Source: an optimization exercise on an open RTL-to-GDS flow (aim: small area). Production flows keep margins and buffers that such runs may drop.
Only simulation tests tie the RTL to the original design; equivalence was not proved.
Power figures rest on the tool's default switching activity, not on a simulated workload.

==> flow/design.v (excerpt) <==
module instr_register_pipe #(
  parameter int DEPTH = 32,
  parameter int OP_W  = 8,
  localparam int AW    = $clog2(DEPTH),
  localparam int RES_W = 2 * OP_W
) (
  input  logic                    clk,
  input  logic                    reset,
  input  logic                    load_en,
  input  logic [AW-1:0]           write_pointer,
  input  logic [2:0]              opcode,
  input  logic [OP_W-1:0]         operand_a,
  input  logic [OP_W-1:0]         operand_b,
  input  logic                    clear_en,
  input  logic                    rd_en,
  input  logic [AW-1:0]           read_pointer,
  output logic                    rd_valid,
  output logic                    rd_hit,
  output logic [2:0]              rd_opcode,
  output logic [OP_W-1:0]         rd_operand_a,
  output logic [OP_W-1:0]         rd_operand_b,
  output logic [RES_W-1:0]        rd_result,
  output logic                    rd_div0,
  output logic [AW:0]             entry_count,
  output logic                    full
);
==> flow/config.mk <==
export PLATFORM = sky130hd
export DESIGN_NAME = instr_register_pipe
export DESIGN_NICKNAME = instr_register_pipe
export VERILOG_FILES = /design/flow/design.v
export SDC_FILE = /design/flow/constraint.sdc
export NUM_CORES = 4
export LEC_CHECK = 0
export CAP_MARGIN = 20
export CORE_MARGIN = 2
export CORE_UTILIZATION = 40
export SLEW_MARGIN = 20
==> flow/constraint.sdc <==
create_clock -name core_clock -period 30.0 [get_ports {clk}]
set_input_delay 6.0000 -clock core_clock [delete_from_list [all_inputs] [get_ports {clk}]]
set_output_delay 6.0000 -clock core_clock [all_outputs]
set_load 0.01 [all_outputs]
standard.sh (not shown) runs the stock make flow with config.mk's settings and CLKGATE_MAP_FILE= SYNTH_SCRIPT=/design/flow/synth_recipe.tcl, a recipe that flattens the netlist after the stock synthesis.
==> flow/flow/run.sh <==
#!/bin/bash
# Own layout flow: the standard ORFS flow (standard.sh) with
#  - synthesis identical to synth_recipe.tcl except for the ABC mapping script
#    (area-oriented mapping; registers are mapped before ABC, so their names
#    and cell types are those of the standard synthesis),
#  - small port buffers,
#  - a clock tree built from smaller clock buffers without dummy loads.
# Each tool's full output goes to a log file in the work folder.
set -euo pipefail
WORK=$(pwd)
FLOWDIR=$WORK/flow

# Synthesis script: synth_recipe.tcl with ORFS synth.tcl patched to use our ABC script
cp "$FLOW_HOME/scripts/synth_preamble.tcl" "$WORK/my_preamble.tcl"
echo "set abc_args [lreplace \$abc_args 1 1 $FLOWDIR/abc_area.script]" >> "$WORK/my_preamble.tcl"
sed "s#source \$::env(SCRIPTS_DIR)/synth_preamble.tcl#source $WORK/my_preamble.tcl#" "$FLOW_HOME/scripts/synth.tcl" > "$WORK/my_synth_core.tcl"
sed "s#source \$::env(SCRIPTS_DIR)/synth.tcl#source $WORK/my_synth_core.tcl#" "$WORK/synth_recipe.tcl" > "$WORK/my_synth.tcl"
grep -q my_synth_core "$WORK/my_synth.tcl"
grep -q abc_area.script "$WORK/my_preamble.tcl"
sed "s#SYNTH_SCRIPT=[^ ]*#SYNTH_SCRIPT=$WORK/my_synth.tcl#" "$WORK/standard.sh" > "$WORK/my_standard.sh"
grep -q "SYNTH_SCRIPT=$WORK/my_synth.tcl" "$WORK/my_standard.sh"

export BUFFER_PORTS_ARGS="-buffer_cell sky130_fd_sc_hd__buf_1"
export CTS_ARGS="-sink_clustering_enable -repair_clock_nets -dont_use_dummy_load -buf_list sky130_fd_sc_hd__clkbuf_8 -sink_clustering_size 16 -sink_clustering_max_diameter 60"

bash "$WORK/my_standard.sh" synth > "$WORK/log_synth.txt" 2>&1
bash "$WORK/my_standard.sh" > "$WORK/log_layout.txt" 2>&1
==> flow/flow/abc_area.script <==
strash
dc2
dch -f
amap
topo
dnsize -c
The starting point finished clean.
Change:
==> flow/flow/abc_area.script (replaced) <==
strash
dc2
dch -f
amap
topo
buffer -c
dnsize -c
Utilization goes down by 0.57 points.
Total power goes down by 0.31%.
Hold slack loses 0.0055 ns.
Critical path depth is unchanged.
Global-route usage is lower by 1.1 points.
Area after synthesis rises by 1.5%.
Non-clock buffer count decreases by 12.
Fmax grows by 1.0%.
First-iteration DRC count shrinks by 7.5%.
Cell count decreases by 0.37%.

==> port drivers added, routing unchanged <==
The results above use ideal ports. As a check the final layouts listed here were re-extracted and re-timed, cells and wires unchanged. Step 1 (the two cells are an assumption about what drives the block):
set clk [get_ports {clk}]
set_driving_cell -lib_cell sky130_fd_sc_hd__clkbuf_16 $clk
set_driving_cell -lib_cell sky130_fd_sc_hd__buf_2 [delete_from_list [all_inputs] $clk]
Step 2 moves the port delays by t, midway between the first and last clock arrival at a register: inputs arrive t later, outputs are due t later. That takes back most of the time a late clock gives input paths. Three values: ideal ports, drivers, drivers and shift; two values: the first two.
run | t (ns) | slack for setup (ns) | hold slack, ns | clock arrival spread, ns | cell pins on the clock port's net
the first run | 0.711 | 1.669 / 1.615 / 2.326 | 0.485 / 0.485 / 0.485 | 0.039 / 0.040 | 1
the second run | 0.717 | 1.951 / 1.893 / 2.609 | 0.480 / 0.480 / 0.480 | 0.111 / 0.111 | 1
After both steps every run listed still meets setup and hold.
